This is an optimization exercise on Yosys and OpenROAD, whose aim is small area, a short achievable clock period and few clock cycles per item, not a production implementation.
Only simulation tests tie the RTL to the original design; equivalence was not proved.

### flow/run.sh
#!/bin/bash
# The standard layout, with two changes to how it is made: the port buffers are the smallest
# buffer (buf_1) and timing repair aims for more setup slack than the clock period needs.
# make's full output goes to standard.log; each ORFS step logs under orfs/logs/.
set -euo pipefail
bash standard.sh \
  "BUFFER_PORTS_ARGS=-buffer_cell sky130_fd_sc_hd__buf_1" \
  "SETUP_SLACK_MARGIN=${FLOW_SETUP_MARGIN:-8}" \
  finish > standard.log 2>&1
### standard.sh
#!/bin/bash
# synth_recipe.tcl (not shown) runs the flow's synth.tcl, then flattens the netlist and writes it again
# the make line also repeats each setting of config.mk as NAME=value (left out here)
make -C /OpenROAD-flow-scripts/flow DESIGN_CONFIG=/design/flow/config.mk WORK_HOME=/design/flow/orfs CLKGATE_MAP_FILE= SYNTH_SCRIPT=/design/flow/synth_recipe.tcl "${@:-finish}"
### config.mk
export PLATFORM = sky130hd
export DESIGN_NAME = blowfish_dec_iter
export DESIGN_NICKNAME = blowfish_dec_iter
export VERILOG_FILES = /design/flow/design.v
export SDC_FILE = /design/flow/constraint.sdc
export NUM_CORES = 4
export LEC_CHECK = 0
export CAP_MARGIN = 0
export CORE_MARGIN = 2
export CORE_UTILIZATION = 60
export CTS_BUF_LIST = sky130_fd_sc_hd__clkbuf_8
export SLEW_MARGIN = 0
### constraint.sdc
create_clock -name core_clock -period 12.5 [get_ports {clk}]
set_input_delay 2.5000 -clock core_clock [delete_from_list [all_inputs] [get_ports {clk}]]
set_output_delay 2.5000 -clock core_clock [all_outputs]
set_load 0.01 [all_outputs]
### design.v
package blowfish_pkg;
  localparam int unsigned NUM_ROUNDS = 16;
  localparam int unsigned KEY_WORDS  = 14;
  localparam logic [18*32-1:0] P_ARRAY = {
    32'h243f6a88, 32'h85a308d3, 32'h13198a2e, 32'h03707344,
    32'ha4093822, 32'h299f31d0, 32'h082efa98, 32'hec4e6c89,
    32'h452821e6, 32'h38d01377, 32'hbe5466cf, 32'h34e90c6c,
    32'hc0ac29b7, 32'hc97c50dd, 32'h3f84d5b5, 32'hb5470917,
    32'h9216d5d9, 32'h8979fb1b
  };
endpackage
module feistel_sbox (
  input  logic [31:0] x,
  output logic [15:0] s1h,
  output logic [15:0] s2h,
  output logic [15:0] s3h,
  output logic [31:0] s4,
  output logic [15:0] zl,
  output logic        cl
);
  function automatic logic [31:0] hi1(input logic [3:0] n);
    logic [15:0] tt [32];
    tt[0] = 16'h0000;
    tt[1] = 16'h0000;
    tt[2] = 16'h0000;
    tt[3] = 16'h0000;
    tt[4] = 16'haaaa;
    tt[5] = 16'hcccc;
    tt[6] = 16'hf0f0;
    tt[7] = 16'hff00;
    tt[8] = 16'haaaa;
    tt[9] = 16'h6666;
    tt[10] = 16'hb4b4;
    tt[11] = 16'h6d92;
    tt[12] = 16'he38e;
    tt[13] = 16'h4ad4;
    tt[14] = 16'h7318;
    tt[15] = 16'h294a;
    tt[16] = 16'h18c6;
    tt[17] = 16'hf83e;
    tt[18] = 16'h07fe;
    tt[19] = 16'h5554;
    tt[20] = 16'h3332;
    tt[21] = 16'h0f0e;
    tt[22] = 16'h00fe;
    tt[23] = 16'h5554;
    tt[24] = 16'h3332;
    tt[25] = 16'h0f0e;
    tt[26] = 16'haa54;
    tt[27] = 16'h3398;
    tt[28] = 16'hc3e0;
    tt[29] = 16'h56aa;
    tt[30] = 16'hce66;
    tt[31] = 16'h3e1e;
    for (int k = 0; k < 32; k++) hi1[k] = tt[k][n];
  endfunction
  function automatic logic [31:0] lo1(input logic [3:0] n);
    logic [15:0] tt [32];
    tt[0] = 16'haaaa;
    tt[1] = 16'hcccc;
    tt[2] = 16'hf0f0;
    tt[3] = 16'hff00;
    tt[4] = 16'haaaa;
    tt[5] = 16'h6666;
    tt[6] = 16'hb4b4;
    tt[7] = 16'h6d92;
    tt[8] = 16'he38e;
    tt[9] = 16'h4ad4;
    tt[10] = 16'h7318;
    tt[11] = 16'h294a;
    tt[12] = 16'h18c6;
    tt[13] = 16'hf83e;
    tt[14] = 16'h07fe;
    tt[15] = 16'h5554;
    tt[16] = 16'h3332;
    tt[17] = 16'h0f0e;
    tt[18] = 16'h00fe;
    tt[19] = 16'h5554;
    tt[20] = 16'h3332;
    tt[21] = 16'h0f0e;
    tt[22] = 16'haa54;
    tt[23] = 16'h3398;
    tt[24] = 16'hc3e0;
    tt[25] = 16'h56aa;
    tt[26] = 16'hce66;
    tt[27] = 16'h3e1e;
    tt[28] = 16'h01fe;
    tt[29] = 16'h5554;
    tt[30] = 16'h9998;
    tt[31] = 16'h4b4a;
    for (int k = 0; k < 32; k++) lo1[k] = tt[k][n];
  endfunction
  function automatic logic [31:0] hi2(input logic [3:0] n);
    logic [15:0] tt [32];
    tt[0] = 16'h0000;
    tt[1] = 16'h0000;
    tt[2] = 16'h0000;
    tt[3] = 16'h0000;
    tt[4] = 16'haaaa;
    tt[5] = 16'h6666;
    tt[6] = 16'hb4b4;
    tt[7] = 16'h6d92;
    tt[8] = 16'h4924;
    tt[9] = 16'h2492;
    tt[10] = 16'he38e;
    tt[11] = 16'h4ad4;
    tt[12] = 16'h7318;
    tt[13] = 16'h294a;
    tt[14] = 16'hb26c;
    tt[15] = 16'h96da;
    tt[16] = 16'hdb6c;
    tt[17] = 16'h1c70;
    tt[18] = 16'hb52a;
    tt[19] = 16'h8ce6;
    tt[20] = 16'h7c1e;
    tt[21] = 16'h03fe;
    tt[22] = 16'h5554;
    tt[23] = 16'h3332;
    tt[24] = 16'ha5a4;
    tt[25] = 16'h6c92;
    tt[26] = 16'he38e;
    tt[27] = 16'he07e;
    tt[28] = 16'h1ffe;
    tt[29] = 16'h5554;
    tt[30] = 16'h3332;
    tt[31] = 16'ha5a4;
    for (int k = 0; k < 32; k++) hi2[k] = tt[k][n];
  endfunction
  function automatic logic [31:0] lo2(input logic [3:0] n);
    logic [15:0] tt [32];
    tt[0] = 16'haaaa;
    tt[1] = 16'h6666;
    tt[2] = 16'hb4b4;
    tt[3] = 16'h6d92;
    tt[4] = 16'h4924;
    tt[5] = 16'h2492;
    tt[6] = 16'he38e;
    tt[7] = 16'h4ad4;
    tt[8] = 16'h7318;
    tt[9] = 16'h294a;
    tt[10] = 16'hb26c;
    tt[11] = 16'h96da;
    tt[12] = 16'hdb6c;
    tt[13] = 16'h1c70;
    tt[14] = 16'hb52a;
    tt[15] = 16'h8ce6;
    tt[16] = 16'h7c1e;
    tt[17] = 16'h03fe;
    tt[18] = 16'h5554;
    tt[19] = 16'h3332;
    tt[20] = 16'ha5a4;
    tt[21] = 16'h6c92;
    tt[22] = 16'he38e;
    tt[23] = 16'he07e;
    tt[24] = 16'h1ffe;
    tt[25] = 16'h5554;
    tt[26] = 16'h3332;
    tt[27] = 16'ha5a4;
    tt[28] = 16'hc638;
    tt[29] = 16'h07c0;
    tt[30] = 16'hf800;
    tt[31] = 16'haaaa;
    for (int k = 0; k < 32; k++) lo2[k] = tt[k][n];
  endfunction
  function automatic logic [31:0] hi3(input logic [3:0] n);
    logic [15:0] tt [32];
    tt[0] = 16'h0000;
    tt[1] = 16'h0000;
    tt[2] = 16'h0000;
    tt[3] = 16'h0000;
    tt[4] = 16'haaaa;
    tt[5] = 16'hcccc;
    tt[6] = 16'h5a5a;
    tt[7] = 16'h936c;
    tt[8] = 16'hb6da;
    tt[9] = 16'h71c6;
    tt[10] = 16'h5a94;
    tt[11] = 16'h6318;
    tt[12] = 16'h83e0;
    tt[13] = 16'h56aa;
    tt[14] = 16'hce66;
    tt[15] = 16'h3e1e;
    tt[16] = 16'hab54;
    tt[17] = 16'h9932;
    tt[18] = 16'h2da4;
    tt[19] = 16'h6492;
    tt[20] = 16'h4924;
    tt[21] = 16'h2492;
    tt[22] = 16'h4924;
    tt[23] = 16'h8e38;
    tt[24] = 16'ha56a;
    tt[25] = 16'h9ce6;
    tt[26] = 16'hd6b4;
    tt[27] = 16'h4d92;
    tt[28] = 16'h6924;
    tt[29] = 16'h2492;
    tt[30] = 16'h4924;
    tt[31] = 16'h8e38;
    for (int k = 0; k < 32; k++) hi3[k] = tt[k][n];
  endfunction
  function automatic logic [31:0] lo3(input logic [3:0] n);
    logic [15:0] tt [32];
    tt[0] = 16'haaaa;
    tt[1] = 16'hcccc;
    tt[2] = 16'h5a5a;
    tt[3] = 16'h936c;
    tt[4] = 16'hb6da;
    tt[5] = 16'h71c6;
    tt[6] = 16'h5a94;
    tt[7] = 16'h6318;
    tt[8] = 16'h83e0;
    tt[9] = 16'h56aa;
    tt[10] = 16'hce66;
    tt[11] = 16'h3e1e;
    tt[12] = 16'hab54;
    tt[13] = 16'h9932;
    tt[14] = 16'h2da4;
    tt[15] = 16'h6492;
    tt[16] = 16'h4924;
    tt[17] = 16'h2492;
    tt[18] = 16'h4924;
    tt[19] = 16'h8e38;
    tt[20] = 16'ha56a;
    tt[21] = 16'h9ce6;
    tt[22] = 16'hd6b4;
    tt[23] = 16'h4d92;
    tt[24] = 16'h6924;
    tt[25] = 16'h2492;
    tt[26] = 16'h4924;
    tt[27] = 16'h8e38;
    tt[28] = 16'h0fc0;
    tt[29] = 16'hf000;
    tt[30] = 16'haaaa;
    tt[31] = 16'h6666;
    for (int k = 0; k < 32; k++) lo3[k] = tt[k][n];
  endfunction
  function automatic logic [31:0] hi4(input logic [3:0] n);
    logic [15:0] tt [32];
    tt[0] = 16'h0000;
    tt[1] = 16'h0000;
    tt[2] = 16'h0000;
    tt[3] = 16'h0000;
    tt[4] = 16'haaaa;
    tt[5] = 16'h6666;
    tt[6] = 16'h1e1e;
    tt[7] = 16'h01fe;
    tt[8] = 16'h5554;
    tt[9] = 16'h3332;
    tt[10] = 16'ha5a4;
    tt[11] = 16'hc638;
    tt[12] = 16'had6a;
    tt[13] = 16'h9ce6;
    tt[14] = 16'hd6b4;
    tt[15] = 16'h4d92;
    tt[16] = 16'h6924;
    tt[17] = 16'h2492;
    tt[18] = 16'he38e;
    tt[19] = 16'he07e;
    tt[20] = 16'hb554;
    tt[21] = 16'h3998;
    tt[22] = 16'h6b4a;
    tt[23] = 16'hb26c;
    tt[24] = 16'h96da;
    tt[25] = 16'hdb6c;
    tt[26] = 16'hb6da;
    tt[27] = 16'h71c6;
    tt[28] = 16'hf03e;
    tt[29] = 16'h0ffe;
    tt[30] = 16'hfffe;
    tt[31] = 16'h5554;
    for (int k = 0; k < 32; k++) hi4[k] = tt[k][n];
  endfunction
  function automatic logic [31:0] lo4(input logic [3:0] n);
    logic [15:0] tt [32];
    tt[0] = 16'haaaa;
    tt[1] = 16'h6666;
    tt[2] = 16'h1e1e;
    tt[3] = 16'h01fe;
    tt[4] = 16'h5554;
    tt[5] = 16'h3332;
    tt[6] = 16'ha5a4;
    tt[7] = 16'hc638;
    tt[8] = 16'had6a;
    tt[9] = 16'h9ce6;
    tt[10] = 16'hd6b4;
    tt[11] = 16'h4d92;
    tt[12] = 16'h6924;
    tt[13] = 16'h2492;
    tt[14] = 16'he38e;
    tt[15] = 16'he07e;
    tt[16] = 16'hb554;
    tt[17] = 16'h3998;
    tt[18] = 16'h6b4a;
    tt[19] = 16'hb26c;
    tt[20] = 16'h96da;
    tt[21] = 16'hdb6c;
    tt[22] = 16'hb6da;
    tt[23] = 16'h71c6;
    tt[24] = 16'hf03e;
    tt[25] = 16'h0ffe;
    tt[26] = 16'hfffe;
    tt[27] = 16'h5554;
    tt[28] = 16'h9998;
    tt[29] = 16'h4b4a;
    tt[30] = 16'h926c;
    tt[31] = 16'h1c70;
    for (int k = 0; k < 32; k++) lo4[k] = tt[k][n];
  endfunction
  logic [31:0] s1_w;
  assign s1_w = (hi1(x[31:28]) + lo1(x[27:24])) ^ 32'h7f4a7c15;
  logic [31:0] s2_w;
  assign s2_w = (hi2(x[23:20]) + lo2(x[19:16])) ^ 32'h165667b1;
  logic [31:0] s3_w;
  assign s3_w = (hi3(x[15:12]) + lo3(x[11:8])) ^ 32'hd3a2646c;
  logic [31:0] s4_w;
  assign s4_w = (hi4(x[7:4]) + lo4(x[3:0])) ^ 32'hfd7046c5;
  logic [16:0] ql;
  assign ql  = {1'b0, s1_w[15:0]} + {1'b0, s2_w[15:0]};
  assign zl  = ql[15:0] ^ s3_w[15:0];
  assign cl  = ql[16];
  assign s1h = s1_w[31:16];
  assign s2h = s2_w[31:16];
  assign s3h = s3_w[31:16];
  assign s4  = s4_w;
endmodule
module feistel_mix (
  input  logic [15:0] s1h,
  input  logic [15:0] s2h,
  input  logic [15:0] s3h,
  input  logic [31:0] s4,
  input  logic [15:0] zl,
  input  logic        cl,
  output logic [31:0] f
);
  logic [15:0] zh;
  assign zh = (s1h + s2h + 16'(cl)) ^ s3h;
  assign f  = {zh, zl} + s4;
endmodule
module blowfish_dec_iter (
  input  logic         clk,
  input  logic         rst_n,
  input  logic         in_valid,
  output logic         in_ready,
  input  logic [63:0]  ct,
  input  logic [448:0] key,
  output logic         out_valid,
  input  logic         out_ready,
  output logic [63:0]  pt
);
  function automatic logic [31:0] kw(input logic [447:0] k, input int n);
    kw = k[32*(14-n) +: 32];
  endfunction
  function automatic logic [31:0] pc(input int n);
    pc = blowfish_pkg::P_ARRAY[32*(18-n) +: 32];
  endfunction
  function automatic logic [31:0] pr(input logic [3:0] r);
    pr = 32'd0;
    for (int i = 0; i < 16; i++) begin
      if (r == 4'(i)) pr = pc(16 - i);
    end
  endfunction
  logic [31:0] t1_q, u1_q;
  logic        v1_q, d1_q, f1_q, q1_q;
  logic [3:0]  c1_q;
  localparam int FLo = 16;
  logic [31-FLo:0] s1h_q, s2h_q, s3h_q;
  logic [FLo-1:0]  zl_q;
  logic            cl_q;
  logic [31:0]     s4_q, up2_q, tp2_q;
  logic        v2_q, d2_q, f2_q, q2_q;
  logic [3:0]  c2_q;
  logic [31:0] ring_q [28];
  logic [63:0] pt_q;
  logic        out_valid_q, ld_q, rdy_q, acc_seq_q, head_seq_q;
  logic        ld_d;
  logic [31-FLo:0] sb1h, sb2h, sb3h;
  logic [FLo-1:0]  sbzl;
  logic            sbcl;
  logic [31:0]     par, sb4, f, tn;
  logic        fin2, cand, leave, head_seq_d, out_valid_d;
  logic        unused_key_msb;
  assign unused_key_msb = key[448];
  assign par = ring_q[0] ^ pr(c1_q);
  feistel_sbox u_sbox (
    .x   (t1_q),
    .s1h (sb1h),
    .s2h (sb2h),
    .s3h (sb3h),
    .s4  (sb4),
    .zl  (sbzl),
    .cl  (sbcl)
  );
  always_ff @(posedge clk) begin
    s1h_q <= sb1h;
    s2h_q <= sb2h;
    s3h_q <= sb3h;
    s4_q  <= sb4;
    zl_q  <= sbzl;
    cl_q  <= sbcl;
    up2_q <= u1_q;
    tp2_q <= t1_q ^ (d1_q ? 32'd0 : par);
    c2_q  <= c1_q;
    d2_q  <= d1_q;
    f2_q  <= f1_q;
    q2_q  <= q1_q;
  end
  feistel_mix u_mix (
    .s1h (s1h_q),
    .s2h (s2h_q),
    .s3h (s3h_q),
    .s4  (s4_q),
    .zl  (zl_q),
    .cl  (cl_q),
    .f   (f)
  );
  assign tn   = d2_q ? up2_q : (up2_q ^ f);
  assign fin2 = !d2_q && (c2_q == 4'd15);
  assign cand = v2_q && (fin2 || (d2_q && f2_q)) && (q2_q == head_seq_q);
  assign leave = cand && (!out_valid_q || out_ready);
  assign head_seq_d  = head_seq_q ^ leave;
  assign out_valid_d = leave || (out_valid_q && !out_ready);
  always_ff @(posedge clk) begin
    if (ld_q) begin
      t1_q <= ct[63:32] ^ kw(key[447:0], 4) ^ pc(18);
      u1_q <= ct[31:0]  ^ kw(key[447:0], 3) ^ pc(17);
      c1_q <= 4'd0;
      d1_q <= 1'b0;
      f1_q <= 1'b0;
      q1_q <= acc_seq_q;
    end else begin
      t1_q <= tn;
      u1_q <= tp2_q;
      c1_q <= c2_q + 4'd1;
      d1_q <= d2_q || fin2;
      f1_q <= d2_q && !f2_q;
      q1_q <= q2_q;
    end
  end
  always_ff @(posedge clk) begin
    if (!rst_n) begin
      v1_q        <= 1'b0;
      v2_q        <= 1'b0;
      out_valid_q <= 1'b0;
      rdy_q       <= 1'b0;
      acc_seq_q   <= 1'b0;
      head_seq_q  <= 1'b0;
    end else begin
      v1_q        <= rdy_q ? in_valid : (v2_q && !leave);
      v2_q        <= v1_q;
      out_valid_q <= out_valid_d;
      acc_seq_q   <= acc_seq_q ^ (rdy_q && in_valid);
      head_seq_q  <= head_seq_d;
      rdy_q       <= ld_d;
    end
  end
  assign ld_d = !v1_q || (!d1_q && (c1_q == 4'd15) && (q1_q == head_seq_d) && !out_valid_d);
  always_ff @(posedge clk) begin
    ld_q <= ld_d;
  end
  always_ff @(posedge clk) begin
    if (leave) pt_q <= {tp2_q, tn};
  end
  always_ff @(posedge clk) begin
    for (int i = 0; i < 28; i++) begin
      if (i % 2 == 0 && ld_q) ring_q[i] <= kw(key[447:0], ((15 - i / 2) % 14) + 1);
      else                    ring_q[i] <= ring_q[(i + 1) % 28];
    end
  end
  assign in_ready  = rdy_q;
  assign out_valid = out_valid_q;
  assign pt        = pt_q;
endmodule
==> metrics.sh, run 1 <==
HOLDCRITPATHCLASS='reg -> reg'
CP-ENDPOINT='t1_q[31]'
CELL_COUNT_OF_THE_WORST_REG_TO_REG_PATH=19
PERIOD_SHARE_PCT=34.7
SYNTH.YOSYS.WARNINGS=11
TIMING.CRITICAL_PATH.FROM_TYPE='flip-flop'
SYNTH-SEQ-AREA-SHARE_PCT=53.9
DRT_ITER0_DRC=2282
NUMBER_OF_GLOBAL_ROUTE_VIAS_BEFORE_REPAIR=30995
PATH_DELAY_FAMILY='compound AO/OA/AOI/OAI gates'
MAXSLEWHEADROOM_PCT=19.5
STATUS='finished clean'
REGTOREGENDPOINT='t1_q[31]'
CTS_BUF_COUNT=179
HOLD_VIOL_FINAL=0
IOS=583
CP_NUM_CELLS=19
DR_TOTAL_VIAS=31736
SYNTHARSTFLOPSHARE_PCT=0
TIMING.CRITICAL_PATH.ARRIVAL_PS=5080
DATA_REQUIRED_TIME_AT_THE_WORST_ENDPOINT_PS=13250
DIE_W_UM=281
AREA_GROWTH_PCT=16.6
FINALCOREUTILIZATION_PCT=70.6
FINALSETUPVIOLCOUNT=0
TRITONCTS_CLOCK_TREE='built'
INSTANCES_NO_FILL=5926
SYNTH.CELL_AREA_UM2=46000
NETLIST_TOP_CELLS_AREA='sky130_fd_sc_hd__dfxtp_1, sky130_fd_sc_hd__mux2_2, sky130_fd_sc_hd__ha_1'
POSTSYNTHCELLCOUNT=4068
TIMING_WORST_SLEW_PIN_VALUE_PS=1210
FLOORPLAN.DIE.HEIGHT_UM=281
NUMBER_OF_FLOPS_MAPPED_TO_ENABLE_CELLS_BY_YOSYS=64
GP_CONGESTION=0.950
FINALSETUPTNS_PS=0
PATH_MAX_FANOUT=5
HPWL_UM=96200
SYNTH_TOP_AREA_SHARE_PCT=49.7
POSTROUTEANTENNANETS=0
UNREPAIRED_SETUP_ENDPOINTS_AFTER_GLOBAL_ROUTING='true'
ROUTED_WIRE_LENGTH_PER_INSTANCE_UM=21.2
MAX_FREQ_GHz=0.231
NET_COUNT_AFTER_SYNTHESIS=4830
SYNTH_SEQ_CELLS=1206
WORST_SKEW_LATE_LATENCY_PS=840
POST_DP_CELL_AREA_UM2=49000
CLOCK_PATH_BUFFERS=3
CAP_VIOL_MAX_COUNT=0
WORSTPATHBUFFERINVERTERCOUNT=1
POST-PLACE-CELLS=5547
SYNTH_CELL_TYPE_COUNT=88
ANTENNA_FOUND_INITIAL=64
GLOBALROUTE.TOTALOVERFLOW=0
CTS.SINKS=1206
YS_DOMINANT_REG_CELL='sky130_fd_sc_hd__dfxtp_1'
REGTOREGSETUPSLACK_PS=8160
DRT-TOTAL-WL_UM=126000
GRT_FIRST_PASS_WIRELENGTH_UM=182000
CLKTRANSATPATHREGS_PS=60
GRT_MAX_DEGREE=207
WORST_PATH_MAX_DELAY_CELL='sky130_fd_sc_hd__o41a_1'
FP.DIEAREA_UM2=78800
TIMING.SETUP.CRITICAL_PATH_CLASS='reg -> reg'
SYN_AVG_CELL_AREA_UM2=11.3
NETLIST.TOP_CELL.BY_AREA='sky130_fd_sc_hd__dfxtp_1'
PERIOD_NEEDED_PS=4340
AGGREGATE_GLOBAL_ROUTE_RESOURCE_USAGE_PCT=31.1
FINAL.SETUP_SKEW_PS=55.4
DRC=0
CRITPATHLAUNCH='cl_q'
FIN_NETS=5485
CRITICAL_PATH.MAX_STAGE_DELAY_PS=470
LAYOUT-DRIVE-GT1-SHARE_PCT=18.8
STARTPOINT_OF_THE_MOST_CRITICAL_REGISTER_TO_REGISTER_PATH='cl_q'
CTSHTREEMAXLEVEL=4
INITIAL_UTILIZATION_PCT=60.5
WORSTSETUPENDPOINTTYPE='flip-flop'
FIN_AREA_UM2=53600
DESIGN.CORE.AREA_UM2=75900
BUFFER_PORTS.INSERTED=581
SLEW_VIOL_FINAL=0
ROWS=101
DETAIL_ROUTE.VIAS_PER_CELL=5.36
CRIT_CHAIN='fa_2 -> inv_1 -> fa_2 -> nor2b_1 -> o21ai_2 -> a21boi_2 -> o21ai_2 -> nand2_1 -> xnor2_2 -> ha_4 -> a21o_1 -> a21oi_1 -> nor2b_1 -> o41a_1 -> a221oi_4 -> a311oi_2 -> xnor2_1 -> or3_1 -> a31oi_1'
DR.PASS1.ITERS=6
CTS_ROOT_BUFFER='sky130_fd_sc_hd__clkbuf_8'
[timing repair]
item	in CTS	in global routing
endpoints found under the setup margin	18	31
pin swaps	4	25
buffers inserted	4	21
resized for setup	32	67
hold buffers	0	0
[cell usage in the layout, fill, tap and decap left out, types with 106 or more instances in the layout]
cell,instances
sky130_fd_sc_hd__a21oi_1,222
sky130_fd_sc_hd__mux2_2,484
sky130_fd_sc_hd__o21ai_0,182
sky130_fd_sc_hd__nor2_1,235
sky130_fd_sc_hd__xnor2_1,229
sky130_fd_sc_hd__clkbuf_8,221
sky130_fd_sc_hd__inv_1,151
sky130_fd_sc_hd__xor2_1,106
sky130_fd_sc_hd__buf_1,581
sky130_fd_sc_hd__ha_1,222
sky130_fd_sc_hd__dfxtp_1,1125
sky130_fd_sc_hd__nand2_1,190
[registers in the layout (all words and copies together) (netlist names), 4 cells and up]
name	cells
ring_q	896
s4_q	32
c1_q	4
up2_q	32
s1h_q	16
c2_q	4
u1_q	32
zl_q	16
t1_q	32
tp2_q	32
s2h_q	16
s3h_q	16
pt_q	64
[synthesized netlist by cell type, drive strengths merged, types with 30 or more instances]
cell type / count
nand3: 66
ha: 237
a21oi: 232
nand2b: 47
clkbuf: 138
a211oi: 34
inv: 104
nor3: 51
o21ai: 200
dfxtp: 1142
xor2: 111
nor2b: 38
xnor2: 235
mux2: 484
a21o: 62
o21a: 30
edfxtp: 64
nand2: 190
nor2: 236
[layout make-up]
cell class / instances / area, um2
sequential: 1206 / 24800
fill: 5716 / 22300
multi-input combinational: 2604 / 20600
clock buffer: 221 / 3040
timing repair buffer: 623 / 2510
tap: 1030 / 1290
clock inverter: 105 / 863
inverter: 109 / 435
antenna: 28 / 70.1
[how the worst min path moves through the flow]
stage / from / endpoint / slack, ps / cells past startpoint
2_1_floorplan: f1_q / f2_q / 310 / 0
3_3_place_gp: ring_q[16][19] / ring_q[15][19] / 310 / 0
3_5_place_dp: ring_q[24][13] / ring_q[23][13] / 310 / 0
4_1_cts: ring_q[8][8] / ring_q[7][8] / 290 / 0
5_1_grt: ring_q[24][28] / ring_q[23][28] / 300 / 0
6_report: ring_q[2][2] / ring_q[1][2] / 300 / 0
[through the flow]
step	worst slack (ps)	hold WS (ps)
after floorplan	8370	310
after global placement	7580	310
after detailed placement	7570	312
after CTS	8000	287
after global routing	7940	298
final	8160	296
[metal layers]
layer | wire [um] | track usage (%) | vias to the layer above
li1 | - | - | 15580
met4 | 4850 | 13.7 | 62
met2 | 60900 | 52.6 | 942
met3 | 8500 | 8.66 | 276
met1 | 51200 | 36.9 | 14876
met5 | 372 | 0 | -
[cell families after synthesis]
| logic type | count (synthesis) | share of synthesized area [%] |
|---|---|---|
| AO/OA/AOI/OAI | 766 | 10.5 |
| XOR/XNOR | 346 | 6.59 |
| adder cells (fa/ha/maj) | 245 | 6.80 |
| buffers and inverters | 258 | 2.11 |
| flip-flops | 1206 | 53.9 |
| multiplexers | 502 | 12.4 |
| AND/OR/NAND/NOR | 745 | 7.69 |
Testbench counts, summed over its fixed seeds: cycles 5,168, items 320.
==> run 2: changes to the inputs <==
--- a/flow/run.sh
+++ b/flow/run.sh
@@ -5,5 +5,5 @@
 set -euo pipefail
 bash standard.sh \
   "BUFFER_PORTS_ARGS=-buffer_cell sky130_fd_sc_hd__buf_1" \
-  "SETUP_SLACK_MARGIN=${FLOW_SETUP_MARGIN:-8}" \
+  "SETUP_SLACK_MARGIN=${FLOW_SETUP_MARGIN:-9}" \
   finish > standard.log 2>&1
==> metrics.sh, run 2 <==
STATUS='finished clean'
SLEW_VIOL_FINAL=0
SYNTH.CELL_AREA_UM2=46000
FINALHOLDWORSTSLACK_PS=278
IOS=583
LARGEST_REGISTER='ring_q'
FINAL.SETUP_SKEW_PS=59.3
MOSTFREQUENTLAYOUTCELLS='sky130_fd_sc_hd__dfxtp_1, sky130_fd_sc_hd__buf_1, sky130_fd_sc_hd__mux2_2'
DESIGN.CORE.AREA_UM2=75900
POSTROUTEANTENNANETS=0
CAP_VIOL_MAX_COUNT=0
CTS_ROOT_BUFFER='sky130_fd_sc_hd__clkbuf_8'
TIMING.CRITICAL_PATH.ARRIVAL_PS=5010
NUMBER_OF_FLOPS_MAPPED_TO_ENABLE_CELLS_BY_YOSYS=64
GRT_FIRST_PASS_WIRELENGTH_UM=188000
WORSTSETUPENDPOINTTYPE='flip-flop'
CP-ENDPOINT='t1_q[31]'
CLKTRANSATPATHREGS_PS=70
CELL_COUNT_OF_THE_WORST_REG_TO_REG_PATH=19
SYNTH.YOSYS.WARNINGS=11
FIN_NETS=5668
DATA_REQUIRED_TIME_AT_THE_WORST_ENDPOINT_PS=13280
LAYOUT-DRIVE-GT1-SHARE_PCT=28.8
SYNTH-SEQ-AREA-SHARE_PCT=53.9
POSTSYNTHCELLCOUNT=4068
WORST_SKEW_LATE_LATENCY_PS=860
BUFFER_PORTS.INSERTED=581
GLOBALROUTEMET1UTIL_PCT=39.3
AREA_GROWTH_PCT=24.2
CTSHTREEMAXLEVEL=4
TRITONCTS_CLOCK_TREE='built'
AGGREGATE_GLOBAL_ROUTE_RESOURCE_USAGE_PCT=32.1
DRC=0
CTS.SINKS=1206
ANTENNA_FOUND_INITIAL=51
HOLDCRITPATHCLASS='reg -> reg'
YOSYS.CELL_COUNT.TOP_TYPE='sky130_fd_sc_hd__dfxtp_1'
MAX_FREQ_GHz=0.236
SYN_AVG_CELL_AREA_UM2=11.3
DR.PASS1.ITERS=6
REGTOREGSETUPSLACK_PS=8260
NUMBER_OF_GLOBAL_ROUTE_VIAS_BEFORE_REPAIR=31609
ROUTED_WIRE_LENGTH_PER_INSTANCE_UM=21.6
SYNTH_SEQ_CELLS=1206
GRT_MAX_DEGREE=86
PERIOD_NEEDED_PS=4240
GLOBALROUTE.TOTALOVERFLOW=0
GLOBALROUTEMET3UTIL_PCT=8.86
SYNTH.TOP_CELLS.BY_COUNT='sky130_fd_sc_hd__dfxtp_1, sky130_fd_sc_hd__mux2_2, sky130_fd_sc_hd__ha_1, sky130_fd_sc_hd__nor2_1, sky130_fd_sc_hd__xnor2_1'
FINALSETUPTNS_PS=0
FP.DIEAREA_UM2=78800
SYNTHARSTFLOPSHARE_PCT=0
INITIAL_UTILIZATION_PCT=60.5
TIMING.SETUP.CRITICAL_PATH_CLASS='reg -> reg'
PERIOD_SHARE_PCT=33.9
DRT_ITER0_DRC=2419
MET2_USAGE_PCT=54.1
UNREPAIRED_SETUP_ENDPOINTS_AFTER_GLOBAL_ROUTING='true'
DETAIL_ROUTE.VIAS_PER_CELL=5.41
DRT-TOTAL-WL_UM=132000
TIMING_WORST_SLEW_PIN_VALUE_PS=1120
DIE_W_UM=281
SYNTH_CELL_TYPE_COUNT=88
NETLIST.TOP_CELL.BY_AREA='sky130_fd_sc_hd__dfxtp_1'
HPWL_UM=96900
FINAL_COMMON_CELL='sky130_fd_sc_hd__dfxtp_1'
TIMING.CRITICAL_PATH.FROM_TYPE='flip-flop'
HOLD_VIOL_FINAL=0
GP_CONGESTION=0.957
MAXSLEWHEADROOM_PCT=25.5
ROWS=101
CTS_BUF_COUNT=175
FLOORPLAN.DIE.HEIGHT_UM=281
DR_TOTAL_VIAS=32954
NUMBER_OF_FLIP_FLOPS_IN_THE_LARGEST_REGISTER=896
NET_COUNT_AFTER_SYNTHESIS=4830
NETLIST_TOP_CELLS_AREA='sky130_fd_sc_hd__dfxtp_1, sky130_fd_sc_hd__mux2_2, sky130_fd_sc_hd__ha_1'
GRT-BUSIEST-LAYER='met2'
REGTOREGENDPOINT='t1_q[31]'
CLOCK_PATH_BUFFERS=3
TOP_REGS='ring_q: 896 flops, pt_q: 64 flops'
CTS.HOLD.BUFFERS_ADDED=0
FINALSETUPVIOLCOUNT=0
STARTPOINT_OF_THE_MOST_CRITICAL_REGISTER_TO_REGISTER_PATH='s1h_q[0]'
SYNTH_TOP_AREA_SHARE_PCT=49.7
CRITPATHLAUNCH='s1h_q[0]'
PATH_MAX_FANOUT=3
YS_DOMINANT_REG_CELL='sky130_fd_sc_hd__dfxtp_1'
## run 2: layout make-up
cell class                 instances  area (um2)
antenna                           17        42.5
clock buffer                     223        3070
clock inverter                    97         825
fill                            5334       18800
inverter                         109         514
multi-input combinational       2604       22300
sequential                      1206       24900
tap                             1030        1290
timing repair buffer             810        4170
## run 2: how the worst min path moves through the flow
stage,from,to,cells after the start
floorplan,f1_q,f2_q,0
global placement,ring_q[2][17],ring_q[1][17],0
detailed placement,ring_q[12][1],ring_q[11][1],0
CTS,ring_q[16][10],ring_q[15][10],0
global route,ring_q[16][10],ring_q[15][10],0
finish,ring_q[8][30],ring_q[7][30],0
## run 2: worst max-delay path, stage by stage (launching register included)
cell and delay [ps]:
sky130_fd_sc_hd__dfxtp_2 320, sky130_fd_sc_hd__fa_2 400, sky130_fd_sc_hd__inv_2 70, sky130_fd_sc_hd__fa_2 200
sky130_fd_sc_hd__nor2b_1 50, sky130_fd_sc_hd__o21ai_1 160, sky130_fd_sc_hd__a21boi_1 100, sky130_fd_sc_hd__o21ai_2 170
sky130_fd_sc_hd__nand2_2 110, sky130_fd_sc_hd__xnor2_4 220, sky130_fd_sc_hd__ha_4 240, sky130_fd_sc_hd__a21o_1 190
sky130_fd_sc_hd__a21oi_2 190, sky130_fd_sc_hd__nor2b_4 60, sky130_fd_sc_hd__o41a_1 460, sky130_fd_sc_hd__a221oi_4 330
sky130_fd_sc_hd__a311oi_4 170, sky130_fd_sc_hd__xnor2_2 220, sky130_fd_sc_hd__or3_4 400, sky130_fd_sc_hd__a31oi_1 120
## run 2: cell families after synthesis
family	share of synthesized area, %
buf+inv	2.11
fa+ha+maj	6.80
xor+xnor	6.59
compound gates	10.5
flops	53.9
mux	12.4
simple gates	7.69
## run 2: what timing repair did
item | in CTS | in global routing
pin swaps | 104 | 162
gates cloned | 0 | 2
setup buffers | 124 | 85
endpoints found under the setup margin | 166 | 218
gates resized for setup | 305 | 289
## run 2: metrics by stage
stage	cell area [um2]	util (%)	worst slack [ps]	instances
CTS	55300	72.8	8290	5992
global placement	49200	64.7	7770	5548
floorplan	46100	-	8400	4068
detailed placement	49200	64.7	7740	5548
finish	57100	75.2	8260	6096
global route	57100	75.2	8130	6096
## run 2: metal layers
metal	vias to the layer above	part of all wire, %
met2	1067	49
li1	15934	-
met3	283	7.2
met5	-	0.31
met1	15610	41
met4	60	3.2
==> run 3: changes to the inputs <==
--- a/flow/run.sh
+++ b/flow/run.sh
@@ -5,5 +5,5 @@
 set -euo pipefail
 bash standard.sh \
   "BUFFER_PORTS_ARGS=-buffer_cell sky130_fd_sc_hd__buf_1" \
-  "SETUP_SLACK_MARGIN=${FLOW_SETUP_MARGIN:-9}" \
+  "SETUP_SLACK_MARGIN=${FLOW_SETUP_MARGIN:-8}" \
   finish > standard.log 2>&1
--- a/config.mk
+++ b/config.mk
@@ -8,5 +8,7 @@
 export CAP_MARGIN = 0
 export CORE_MARGIN = 2
 export CORE_UTILIZATION = 60
-export CTS_BUF_LIST = sky130_fd_sc_hd__clkbuf_8
+export CTS_BUF_LIST = sky130_fd_sc_hd__clkbuf_16
+export CTS_CLUSTER_DIAMETER = 100
+export CTS_CLUSTER_SIZE = 30
 export SLEW_MARGIN = 0
==> metrics.sh, run 3 <==
STATUS='finished clean'
SYNTH_TOP_AREA_SHARE_PCT=49.7
TRITONCTS_CLOCK_TREE='built'
LARGEST_REGISTER='ring_q'
DRC=0
SYNTH.TOP_CELLS.BY_COUNT='sky130_fd_sc_hd__dfxtp_1, sky130_fd_sc_hd__mux2_2, sky130_fd_sc_hd__ha_1, sky130_fd_sc_hd__nor2_1, sky130_fd_sc_hd__xnor2_1'
DR_TOTAL_VIAS=30863
UNREPAIRED_SETUP_ENDPOINTS_AFTER_GLOBAL_ROUTING='true'
NET_COUNT_AFTER_SYNTHESIS=4830
HOLD_VIOL_FINAL=0
DESIGN.CORE.AREA_UM2=75900
SYNTHADDERAREAFRAC_PCT=6.80
NETLIST_TOP_CELLS_AREA='sky130_fd_sc_hd__dfxtp_1, sky130_fd_sc_hd__mux2_2, sky130_fd_sc_hd__ha_1'
PERIOD_NEEDED_PS=4370
PATH_MAX_FANOUT=12
TIMING.CRITICAL_PATH.FROM_TYPE='flip-flop'
FP.DIEAREA_UM2=78800
N_FILL_CELL=5988
HPWL_UM=96200
DIE_W_UM=281
CTS_BUF_COUNT=49
ROUTED_WIRE_LENGTH_PER_INSTANCE_UM=21.6
SYNTH_SEQ_CELLS=1206
FINAL.SETUP_SKEW_PS=33.2
FINAL_COMMON_CELL='sky130_fd_sc_hd__dfxtp_1'
COMBINATIONAL_FAMILY_WITH_THE_MOST_AREA_AFTER_SYNTHESIS='multiplexers'
MULTIPLEXER_SHARE_OF_THE_SYNTHESIZED_AREA_PCT=12.4
SYNTH_CELL_TYPE_COUNT=88
MAX_FREQ_GHz=0.229
SYN_AVG_CELL_AREA_UM2=11.3
NUMBER_OF_FLOPS_MAPPED_TO_ENABLE_CELLS_BY_YOSYS=64
NUMBER_OF_FLIP_FLOPS_IN_THE_LARGEST_REGISTER=896
FINALSETUPVIOLCOUNT=0
GRT_MAX_DEGREE=207
AGGREGATE_GLOBAL_ROUTE_RESOURCE_USAGE_PCT=30.1
TIMING.CRITICAL_PATH.ARRIVAL_PS=4950
SYNTH_SIMPLE_GATE_AREA_SHARE_PCT=7.69
GRT_FIRST_PASS_WIRELENGTH_UM=176000
SYNTH.CELL_AREA_UM2=46000
SLEW_VIOL_FINAL=0
HOLDCRITPATHCLASS='reg -> reg'
DR.PASS1.ITERS=5
CTS.SINKS=1206
CTS_ROOT_BUFFER='sky130_fd_sc_hd__clkbuf_16'
SYNTH_COMPOUND_GATE_AREA_SHARE_PCT=10.5
FLOORPLAN.DIE.HEIGHT_UM=281
TIMING.SETUP.CRITICAL_PATH_CLASS='reg -> reg'
DATA_REQUIRED_TIME_AT_THE_WORST_ENDPOINT_PS=13080
GP_CONGESTION=0.950
MAXSLEWHEADROOM_PCT=16.1
FIN_NETS=5348
YOSYS.CELL_COUNT.TOP_TYPE='sky130_fd_sc_hd__dfxtp_1'
TIMING_WORST_SLEW_PIN_VALUE_PS=1260
WORST_SKEW_LATE_LATENCY_PS=660
CTSHTREEMAXLEVEL=2
CLKTRANSATPATHREGS_PS=110
NUMBER_OF_GLOBAL_ROUTE_VIAS_BEFORE_REPAIR=29446
AREA_GROWTH_PCT=11.2
DRT_ITER0_DRC=2301
INITIAL_UTILIZATION_PCT=60.5
PRE_CTS_SLACK_PS=7570
DETAIL_ROUTE.VIAS_PER_CELL=5.45
CAP_VIOL_MAX_COUNT=0
POSTSYNTHCELLCOUNT=4068
ROWS=101
PERIOD_SHARE_PCT=35.0
SYNTH.YOSYS.WARNINGS=11
IOS=583
CTS.HOLD.BUFFERS_ADDED=0
SYNTHARSTFLOPSHARE_PCT=0
DRT-TOTAL-WL_UM=122000
YOSYS.AREA_SHARE.XOR_XNOR_PCT=6.59
SYNTH-SEQ-AREA-SHARE_PCT=53.9
BUFFER_PORTS.INSERTED=581
MOSTFREQUENTLAYOUTCELLS='sky130_fd_sc_hd__dfxtp_1, sky130_fd_sc_hd__buf_1, sky130_fd_sc_hd__mux2_2'
ANTENNA_FOUND_INITIAL=65
CLOCK_PATH_BUFFERS=3
WORSTSETUPENDPOINTTYPE='flip-flop'
YS_DOMINANT_REG_CELL='sky130_fd_sc_hd__dfxtp_1'
SETUP_WS_PS=8130
TOP_REGS='ring_q: 896 flops, pt_q: 64 flops'
GLOBALROUTE.TOTALOVERFLOW=0
POSTROUTEANTENNANETS=0
NETLIST.TOP_CELL.BY_AREA='sky130_fd_sc_hd__dfxtp_1'
FINALSETUPTNS_PS=0
LAYOUT-DRIVE-GT1-SHARE_PCT=15.4
==> run 3: repair_timing <==
action                                  CTS  global route
cloned                                    0             0
gates resized for setup                  32            64
endpoints found under the setup margin   18            29
setup buffers                             4            14
pin swaps                                 3            22
==> run 3: stage by stage <==
step / cell area [um2] / cells / util, % / hold slack, ps
6_report: 51100 / 5664 / 67.3 / 305
5_1_grt: 51100 / 5655 / 67.2 / 316
4_1_cts: 50700 / 5620 / 66.7 / 307
3_5_place_dp: 49000 / 5547 / 64.6 / 312
3_3_place_gp: 49000 / 5547 / 64.6 / 310
2_1_floorplan: 46000 / 4068 / - / 310
==> run 3: worst max-delay path, cell delays in order, from the launching register on <==
cell and delay, ps:
sky130_fd_sc_hd__dfxtp_1 530, sky130_fd_sc_hd__inv_1 340, sky130_fd_sc_hd__ha_2 540, sky130_fd_sc_hd__inv_1 70
sky130_fd_sc_hd__mux4_2 500, sky130_fd_sc_hd__ha_1 400, sky130_fd_sc_hd__and3_1 210, sky130_fd_sc_hd__a221o_1 290
sky130_fd_sc_hd__a31oi_1 180, sky130_fd_sc_hd__o22ai_1 160, sky130_fd_sc_hd__o311ai_1 430, sky130_fd_sc_hd__a41oi_1 210
sky130_fd_sc_hd__o21a_1 210, sky130_fd_sc_hd__nor2_1 110, sky130_fd_sc_hd__xnor2_1 120
==> run 3: path summary, 6_finish.rpt <==
check        slack (ps)            end  cells past startpoint     startpoint
max                8130      s1h_q[15]                     14       t1_q[29]
min                 310  ring_q[15][4]                      0  ring_q[16][4]
max reg2reg        8130      s1h_q[15]                     14       t1_q[29]
min reg2reg         310  ring_q[15][4]                      0  ring_q[16][4]
==> run 3: layout make-up <==
cell class | count | area (um2) | area share (%)
tap | 1030 | 1290 | 2.52
multi-input combinational | 2604 | 20600 | 40.2
inverter | 109 | 424 | 0.830
sequential | 1206 | 24800 | 48.6
clock buffer | 50 | 1250 | 2.45
antenna | 30 | 75.1 | 0.147
timing repair buffer | 616 | 2460 | 4.81
clock inverter | 19 | 214 | 0.419
==> run 3: routing by layer <==
metal / up-vias / global-route usage, % / part of all wire (%)
li1: 15196 / - / -
met1: 14574 / 36.7 / 41
met2: 802 / 51.6 / 49
met3: 229 / 6.85 / 6.2
met4: 62 / 11.7 / 3.6
met5: - / 0 / 0.31
==> run 3: cell families after synthesis <==
logic type	count (synthesis)
adders and majority gates	245
muxes	502
and+or+nand+nor	745
buffers and inverters	258
AOI/OAI and AO/OA	766
xor gates and xnor gates	346
DFF	1206
==> run 4: changes to the inputs <==
--- a/config.mk
+++ b/config.mk
@@ -7,8 +7,9 @@
 export LEC_CHECK = 0
 export CAP_MARGIN = 0
 export CORE_MARGIN = 2
-export CORE_UTILIZATION = 60
+export CORE_UTILIZATION = 70
 export CTS_BUF_LIST = sky130_fd_sc_hd__clkbuf_16
 export CTS_CLUSTER_DIAMETER = 100
 export CTS_CLUSTER_SIZE = 30
+export PLACE_DENSITY = 0.72
 export SLEW_MARGIN = 0
==> metrics.sh, run 4 <==
HOLD_VIOL_FINAL=0
GRT_FIRST_PASS_WIRELENGTH_UM=191000
SYNTHADDERAREAFRAC_PCT=6.80
DATA_REQUIRED_TIME_AT_THE_WORST_ENDPOINT_PS=12900
WORST_SKEW_LATE_LATENCY_PS=660
DRC=0
POSTSYNTHCELLCOUNT=4068
MULTIPLEXER_SHARE_OF_THE_SYNTHESIZED_AREA_PCT=12.4
MOSTFREQUENTLAYOUTCELLS='sky130_fd_sc_hd__dfxtp_1, sky130_fd_sc_hd__buf_1, sky130_fd_sc_hd__mux2_2'
SYNTHARSTFLOPSHARE_PCT=0
CAP_VIOL_MAX_COUNT=0
HOLDCRITPATHCLASS='reg -> reg'
PERIOD_NEEDED_PS=4550
FINALSETUPVIOLCOUNT=0
SYNTH.CELL_AREA_UM2=46000
CELL_COUNT_OF_THE_WORST_REG_TO_REG_PATH=15
GLOBALROUTEMET3UTIL_PCT=9.18
COMBINATIONAL_FAMILY_WITH_THE_MOST_AREA_AFTER_SYNTHESIS='multiplexers'
NUMBER_OF_FLIP_FLOPS_IN_THE_LARGEST_REGISTER=896
ROUTED_WIRE_LENGTH_PER_INSTANCE_UM=24.9
SYNTH-SEQ-AREA-SHARE_PCT=53.9
NETLIST.TOP_CELL.BY_AREA='sky130_fd_sc_hd__dfxtp_1'
YS_DOMINANT_REG_CELL='sky130_fd_sc_hd__dfxtp_1'
TRITONCTS_CLOCK_TREE='built'
SLEW_VIOL_FINAL=0
GRT_MAX_DEGREE=174
LARGEST_REGISTER='ring_q'
FLOORPLAN.DIE.HEIGHT_UM=260
WORST_PATH_MAX_DELAY_CELL='sky130_fd_sc_hd__o41a_1'
DESIGN.CORE.AREA_UM2=64700
PERIOD_SHARE_PCT=36.4
NET_COUNT_AFTER_SYNTHESIS=4830
YOSYS.CELL_COUNT.TOP_TYPE='sky130_fd_sc_hd__dfxtp_1'
GP_CONGESTION=0.957
MET2_USAGE_PCT=62.9
NUMBER_OF_GLOBAL_ROUTE_VIAS_BEFORE_REPAIR=31245
CRITPATHLAUNCH='s2h_q[0]'
CTS.HOLD.BUFFERS_ADDED=0
UNREPAIRED_SETUP_ENDPOINTS_AFTER_GLOBAL_ROUTING='true'
PATH_MAX_FANOUT=8
TIMING_WORST_SLEW_PIN_VALUE_PS=1120
FINALSETUPTNS_PS=0
SYNTH_CELL_TYPE_COUNT=88
STATUS='finished clean'
SYNTH.YOSYS.WARNINGS=11
NUMBER_OF_FLOPS_MAPPED_TO_ENABLE_CELLS_BY_YOSYS=64
CTS_BUF_COUNT=48
SYNTH_COMPOUND_GATE_AREA_SHARE_PCT=10.5
FINAL.SETUP_SKEW_PS=26.9
CRITICAL_PATH.MAX_STAGE_DELAY_PS=460
ANTENNA_FOUND_INITIAL=80
DR.PASS1.ITERS=6
DETAIL_ROUTE.VIAS_PER_CELL=5.88
TIMING.SETUP.CRITICAL_PATH_CLASS='reg -> reg'
CLOCK_PATH_BUFFERS=3
ROWS=93
CTS.SINKS=1206
AGGREGATE_GLOBAL_ROUTE_RESOURCE_USAGE_PCT=37.7
TOP_REGS='ring_q: 896 flops, pt_q: 64 flops'
FIN_NETS=5354
BUFFER_PORTS.INSERTED=581
HPWL_UM=98000
CRIT_CHAIN='fa_2 -> a211oi_1 -> o21ai_1 -> o31a_1 -> a21oi_1 -> xnor2_1 -> ha_1 -> a21oi_2 -> nor2b_4 -> o41a_1 -> a221oi_2 -> a311oi_2 -> xnor2_2 -> or3_4 -> nand2_1'
YOSYS.AREA_SHARE.XOR_XNOR_PCT=6.59
GLOBALROUTE.TOTALOVERFLOW=0
SYNTH.TOP_CELLS.BY_COUNT='sky130_fd_sc_hd__dfxtp_1, sky130_fd_sc_hd__mux2_2, sky130_fd_sc_hd__ha_1, sky130_fd_sc_hd__nor2_1, sky130_fd_sc_hd__xnor2_1'
IOS=583
TIMING.CRITICAL_PATH.ARRIVAL_PS=4950
DR_TOTAL_VIAS=32539
SYNTH_SEQ_CELLS=1206
CTS_ROOT_BUFFER='sky130_fd_sc_hd__clkbuf_16'
CLKTRANSATPATHREGS_PS=110
DRT-TOTAL-WL_UM=138000
SYNTH_SIMPLE_GATE_AREA_SHARE_PCT=7.69
SYNTH_TOP_AREA_SHARE_PCT=49.7
FP.DIEAREA_UM2=67700
GLOBALROUTEMET1UTIL_PCT=45.7
SYN_AVG_CELL_AREA_UM2=11.3
NETLIST_TOP_CELLS_AREA='sky130_fd_sc_hd__dfxtp_1, sky130_fd_sc_hd__mux2_2, sky130_fd_sc_hd__ha_1'
AREA_GROWTH_PCT=10.8
LAYOUT-DRIVE-GT1-SHARE_PCT=15.3
WORSTSETUPENDPOINTTYPE='flip-flop'
POSTROUTEANTENNANETS=0
INITIAL_UTILIZATION_PCT=71.0
DRT_ITER0_DRC=3096
HOLD_PATH.STARTPOINT='ring_q[20][5]'
STARTPOINT_OF_THE_MOST_CRITICAL_REGISTER_TO_REGISTER_PATH='s2h_q[0]'
DIE_W_UM=260
WORSTHOLDPATHCELLS=0
GRT-BUSIEST-LAYER='met2'
CTSHTREEMAXLEVEL=2
MAXSLEWHEADROOM_PCT=25.6
FINAL_COMMON_CELL='sky130_fd_sc_hd__dfxtp_1'
TIMING.CRITICAL_PATH.FROM_TYPE='flip-flop'
MAX_FREQ_GHz=0.220
-- run 4: cell types whose count changed in the layout (fill, tap and decap cells not counted), sizes merged --
cell | before | now
buf | 616 | 623
clkbuf | 50 | 48
clkinvlp | 4 | 6
clkinv | 9 | 8
bufinv | 0 | 1
diode | 30 | 67
-- run 4: final timing paths --
kind | to | slack [ps]
worst max-delay path | pt_q[31] | 7950
worst max register to register | pt_q[31] | 7950
worst min-delay path | ring_q[19][5] | 320
worst min register to register | ring_q[19][5] | 320
-- run 4: layout make-up --
| class | count | area (um2) |
|---|---|---|
| Sequential cell | 1206 | 24800 |
| Multi-Input combinational cell | 2604 | 20500 |
| Fill cell | 3930 | 13800 |
| Timing Repair Buffer | 623 | 2510 |
| Clock buffer | 48 | 1200 |
| Tap cell | 855 | 1070 |
| Inverter | 109 | 432 |
| Clock inverter | 21 | 238 |
| Antenna cell | 67 | 168 |
-- run 4: worst max-delay path, delay by kind of cell, from the launching register on --
kind	cells	cell delay (ps)
XOR/XNOR	2	570
AO/OA/AOI/OAI	8	2280
adder cells (fa/ha/maj)	2	780
flip-flops	1	340
AND/OR/NAND/NOR	3	330
-- run 4: logic make-up after synthesis --
logic type               Yosys count
multiplexers                     502
AO/OA/AOI/OAI                    766
adder cells (fa/ha/maj)          245
flip-flops                      1206
AND/OR/NAND/NOR                  745
XOR/XNOR                         346
buffers and inverters            258
-- run 4: timing repair --
action	CTS	global route
endpoints found under the setup margin	26	33
setup buffers	3	20
pin swaps	2	26
gates resized for setup	22	75
-- run 4: metrics by stage --
stage,setup slack [ps],std cells,hold slack (ps),instance area (um2),util (%)
floorplan,8370,4068,310,46000,-
global placement,7630,5374,310,48800,75.5
detailed placement,7580,5374,312,48800,75.5
CTS,7910,5446,317,50400,77.8
global route,7820,5520,322,50900,78.7
finish,7950,5533,318,50900,78.7
-- run 4: layer usage --
| metal | share of wire (%) | up-vias |
|---|---|---|
| met5 | 0.13 | - |
| met4 | 5.9 | 26 |
| met3 | 7.5 | 366 |
| met2 | 48 | 1287 |
| met1 | 38 | 15636 |
| li1 | - | 15224 |
==> run 5: changes to the inputs <==
--- a/flow/run.sh
+++ b/flow/run.sh
@@ -5,5 +5,5 @@
 set -euo pipefail
 bash standard.sh \
   "BUFFER_PORTS_ARGS=-buffer_cell sky130_fd_sc_hd__buf_1" \
-  "SETUP_SLACK_MARGIN=${FLOW_SETUP_MARGIN:-8}" \
+  "SETUP_SLACK_MARGIN=${FLOW_SETUP_MARGIN:-8.5}" \
   finish > standard.log 2>&1
--- a/config.mk
+++ b/config.mk
@@ -7,9 +7,8 @@
 export LEC_CHECK = 0
 export CAP_MARGIN = 0
 export CORE_MARGIN = 2
-export CORE_UTILIZATION = 70
+export CORE_UTILIZATION = 60
 export CTS_BUF_LIST = sky130_fd_sc_hd__clkbuf_16
 export CTS_CLUSTER_DIAMETER = 100
 export CTS_CLUSTER_SIZE = 30
-export PLACE_DENSITY = 0.72
 export SLEW_MARGIN = 0
==> metrics.sh, run 5 <==
HOLDCRITPATHCLASS='reg -> reg'
POST_DP_CELL_AREA_UM2=49100
DRC=0
LARGEST_REGISTER='ring_q'
DR.PASS1.ITERS=7
DETAIL_ROUTE.VIAS_PER_CELL=5.45
N_FILL_CELL=5910
NUMBER_OF_GLOBAL_ROUTE_VIAS_BEFORE_REPAIR=29391
ANTENNA_FOUND_INITIAL=54
AREA_GROWTH_PCT=14.0
SYNTH_CELL_TYPE_COUNT=88
NETLIST_TOP_CELLS_AREA='sky130_fd_sc_hd__dfxtp_1, sky130_fd_sc_hd__mux2_2, sky130_fd_sc_hd__ha_1'
MOSTFREQUENTLAYOUTCELLS='sky130_fd_sc_hd__dfxtp_1, sky130_fd_sc_hd__buf_1, sky130_fd_sc_hd__mux2_2'
ROWS=101
YOSYS.CELL_COUNT.TOP_TYPE='sky130_fd_sc_hd__dfxtp_1'
SYNTHARSTFLOPSHARE_PCT=0
CTS.HOLD.BUFFERS_ADDED=0
CLKTRANSATPATHREGS_PS=110
PERIOD_NEEDED_PS=4200
SYNTH.YOSYS.WARNINGS=11
CTSHTREEMAXLEVEL=2
INITIAL_UTILIZATION_PCT=60.5
SYNTH-SEQ-AREA-SHARE_PCT=53.9
PATH_MAX_FANOUT=3
FINALSETUPVIOLCOUNT=0
HPWL_UM=96900
NUMBER_OF_FLIP_FLOPS_IN_THE_LARGEST_REGISTER=896
GRT_MAX_DEGREE=189
SYNTH_SEQ_CELLS=1206
DRT_ITER0_DRC=2276
DATA_REQUIRED_TIME_AT_THE_WORST_ENDPOINT_PS=13090
NETLIST.TOP_CELL.BY_AREA='sky130_fd_sc_hd__dfxtp_1'
SYNTH.CELL_AREA_UM2=46000
TIMING.CRITICAL_PATH.FROM_TYPE='flip-flop'
PERIOD_SHARE_PCT=33.6
SETUP_WS_PS=8300
NUMBER_OF_FLOPS_MAPPED_TO_ENABLE_CELLS_BY_YOSYS=64
CTS_ROOT_BUFFER='sky130_fd_sc_hd__clkbuf_16'
GRT_FIRST_PASS_WIRELENGTH_UM=181000
GLOBALROUTEMET3UTIL_PCT=7.21
WORSTSETUPENDPOINTTYPE='flip-flop'
SYNTH.TOP_CELLS.BY_COUNT='sky130_fd_sc_hd__dfxtp_1, sky130_fd_sc_hd__mux2_2, sky130_fd_sc_hd__ha_1, sky130_fd_sc_hd__nor2_1, sky130_fd_sc_hd__xnor2_1'
FINALSETUPTNS_PS=0
DR_TOTAL_VIAS=31227
SEQ_AREA_UM2=24900
FIN_NETS=5428
SLEW_VIOL_FINAL=0
SYNTH_TOP_AREA_SHARE_PCT=49.7
FINALHOLDWORSTSLACK_PS=312
POSTSYNTHCELLCOUNT=4068
DESIGN.CORE.AREA_UM2=75900
TOP_REGS='ring_q: 896 flops, pt_q: 64 flops'
TIMING.CRITICAL_PATH.ARRIVAL_PS=4790
WORST_SKEW_LATE_LATENCY_PS=660
STATUS='finished clean'
TIMING.SETUP.CRITICAL_PATH_CLASS='reg -> reg'
SYN_AVG_CELL_AREA_UM2=11.3
GRT-BUSIEST-LAYER='met2'
FP.DIEAREA_UM2=78800
LAYOUT-DRIVE-GT1-SHARE_PCT=19.2
CTS_BUF_COUNT=47
POSTROUTEANTENNANETS=0
CLOCK_PATH_BUFFERS=3
TRITONCTS_CLOCK_TREE='built'
DRT-TOTAL-WL_UM=126000
HOLD_VIOL_FINAL=0
CTS.SINKS=1206
IOS=583
DIE_W_UM=281
BUFFER_PORTS.INSERTED=581
FINAL_COMMON_CELL='sky130_fd_sc_hd__dfxtp_1'
YS_DOMINANT_REG_CELL='sky130_fd_sc_hd__dfxtp_1'
MULTI_INPUT_COMB_AREA_UM2=21200
MAX_FREQ_GHz=0.238
UNREPAIRED_SETUP_ENDPOINTS_AFTER_GLOBAL_ROUTING='true'
CAP_VIOL_MAX_COUNT=0
TIMING_WORST_SLEW_PIN_VALUE_PS=1110
GLOBALROUTEMET1UTIL_PCT=39.5
GLOBALROUTE.TOTALOVERFLOW=0
FLOORPLAN.DIE.HEIGHT_UM=281
FINAL.SETUP_SKEW_PS=25.1
MET2_USAGE_PCT=50.8
NET_COUNT_AFTER_SYNTHESIS=4830
PRE_CTS_SLACK_PS=7540
GP_CONGESTION=0.918
MAXSLEWHEADROOM_PCT=26.2
ROUTED_WIRE_LENGTH_PER_INSTANCE_UM=21.9
FIN_AREA_UM2=52400
AGGREGATE_GLOBAL_ROUTE_RESOURCE_USAGE_PCT=30.7
[run 5: cell counts after synthesis]
Identical to the previous run, type by type.
[run 5: timing repair]
item	4_1_cts	5_1_grt
cloned	0	0
setup buffers	44	55
gates resized for setup	146	134
setup endpoints to repair	74	45
pin swaps	54	81
[run 5: through the flow]
step / util, % / instances
global placement: 64.6 / 5548
finish: 69.0 / 5733
floorplan: - / 4068
CTS: 67.5 / 5658
detailed placement: 64.6 / 5548
global route: 69.0 / 5727
[run 5: area by class of cell]
cell class	instances	share of cell area, %
diodes	20	0.0955
clock buffers	49	2.34
clock inverters	17	0.291
inverters	109	0.951
multi-input cells	2604	40.4
flip-flops and latches	1206	47.5
well taps	1030	2.46
repair buffers	698	5.98
[run 5: critical path, stage by stage, from the launching register on]
cell and delay, ps:
sky130_fd_sc_hd__dfxtp_2 350, sky130_fd_sc_hd__fa_2 420, sky130_fd_sc_hd__inv_2 70, sky130_fd_sc_hd__fa_2 190, sky130_fd_sc_hd__nor2b_1 50, sky130_fd_sc_hd__o21ai_1 150
sky130_fd_sc_hd__a21boi_1 100, sky130_fd_sc_hd__o21ai_2 170, sky130_fd_sc_hd__a21boi_2 90, sky130_fd_sc_hd__buf_4 140, sky130_fd_sc_hd__o21ai_4 180, sky130_fd_sc_hd__a31oi_4 110
sky130_fd_sc_hd__nor2_2 140, sky130_fd_sc_hd__xnor2_2 90, sky130_fd_sc_hd__ha_4 290, sky130_fd_sc_hd__and2_4 160, sky130_fd_sc_hd__and4_4 230, sky130_fd_sc_hd__o21ai_4 90
sky130_fd_sc_hd__a311oi_4 370, sky130_fd_sc_hd__xnor2_2 190, sky130_fd_sc_hd__or3_4 370, sky130_fd_sc_hd__a31oi_1 160
[run 5: worst paths after layout]
check                                    from       endpoint  slack (ps)  depth (start not counted)
worst max-delay path                 s2h_q[0]       t1_q[31]        8300                         21
worst min-delay path            ring_q[4][28]  ring_q[3][28]         310                          0
worst max register to register       s2h_q[0]       t1_q[31]        8300                         21
worst min register to register  ring_q[4][28]  ring_q[3][28]         310                          0
[run 5: cells by family (layout without fill, tap and decap cells)]
group | after synthesis | in the layout | synth area share, %
flops | 1206 | 1206 | 53.9
buf+inv | 258 | 873 | 2.11
fa+ha+maj | 245 | 245 | 6.80
other cells | 0 | 20 | 0
compound gates | 766 | 766 | 10.5
xor+xnor | 346 | 346 | 6.59
simple gates | 745 | 745 | 7.69
mux | 502 | 502 | 12.4
[run 5: per-layer routing]
metal | vias to the layer above | routed length (um)
li1 | 15338 | -
met5 | - | 371
met1 | 14777 | 53300
met2 | 834 | 59600
met3 | 220 | 8260
met4 | 58 | 4010

==> re-timing with driven ports <==
The flow's constraints put no driver on any port. The routed layouts listed below were extracted and timed again, unchanged, in two steps.
Step 1 sets driving cells, clkbuf_16 on the clock port and buf_2 on the other inputs (assumed; they add their load-dependent delay and slew).
Step 2, shift: input delay + t, output delay - t, t = (earliest + latest rising clock arrival at the registers) / 2. This alone moves slack from input paths to output paths.
Slacks: ideal / step 1 / step 2; pairs: ideal / step 1.
run	shift t [ns]	setup WS [ns]	latest minus earliest clock arrival (ns)	worst register clock-pin slew, ns
run 1	0.894	8.164 / 8.164 / 8.164	0.069 / 0.070	0.08 / 0.08
run 2	0.908	8.263 / 8.263 / 8.168	0.068 / 0.068	0.07 / 0.07
run 3	0.710	8.127 / 8.127 / 8.127	0.036 / 0.036	0.11 / 0.11
run 4	0.726	7.948 / 7.948 / 7.948	0.037 / 0.037	0.12 / 0.12
run 5	0.720	8.303 / 8.303 / 8.222	0.032 / 0.033	0.12 / 0.12
After both steps setup and hold are still met in every run listed. The setup slack of run 2, which loses most, moves by 0.000 ns with the drivers and by -0.095 ns with both steps.
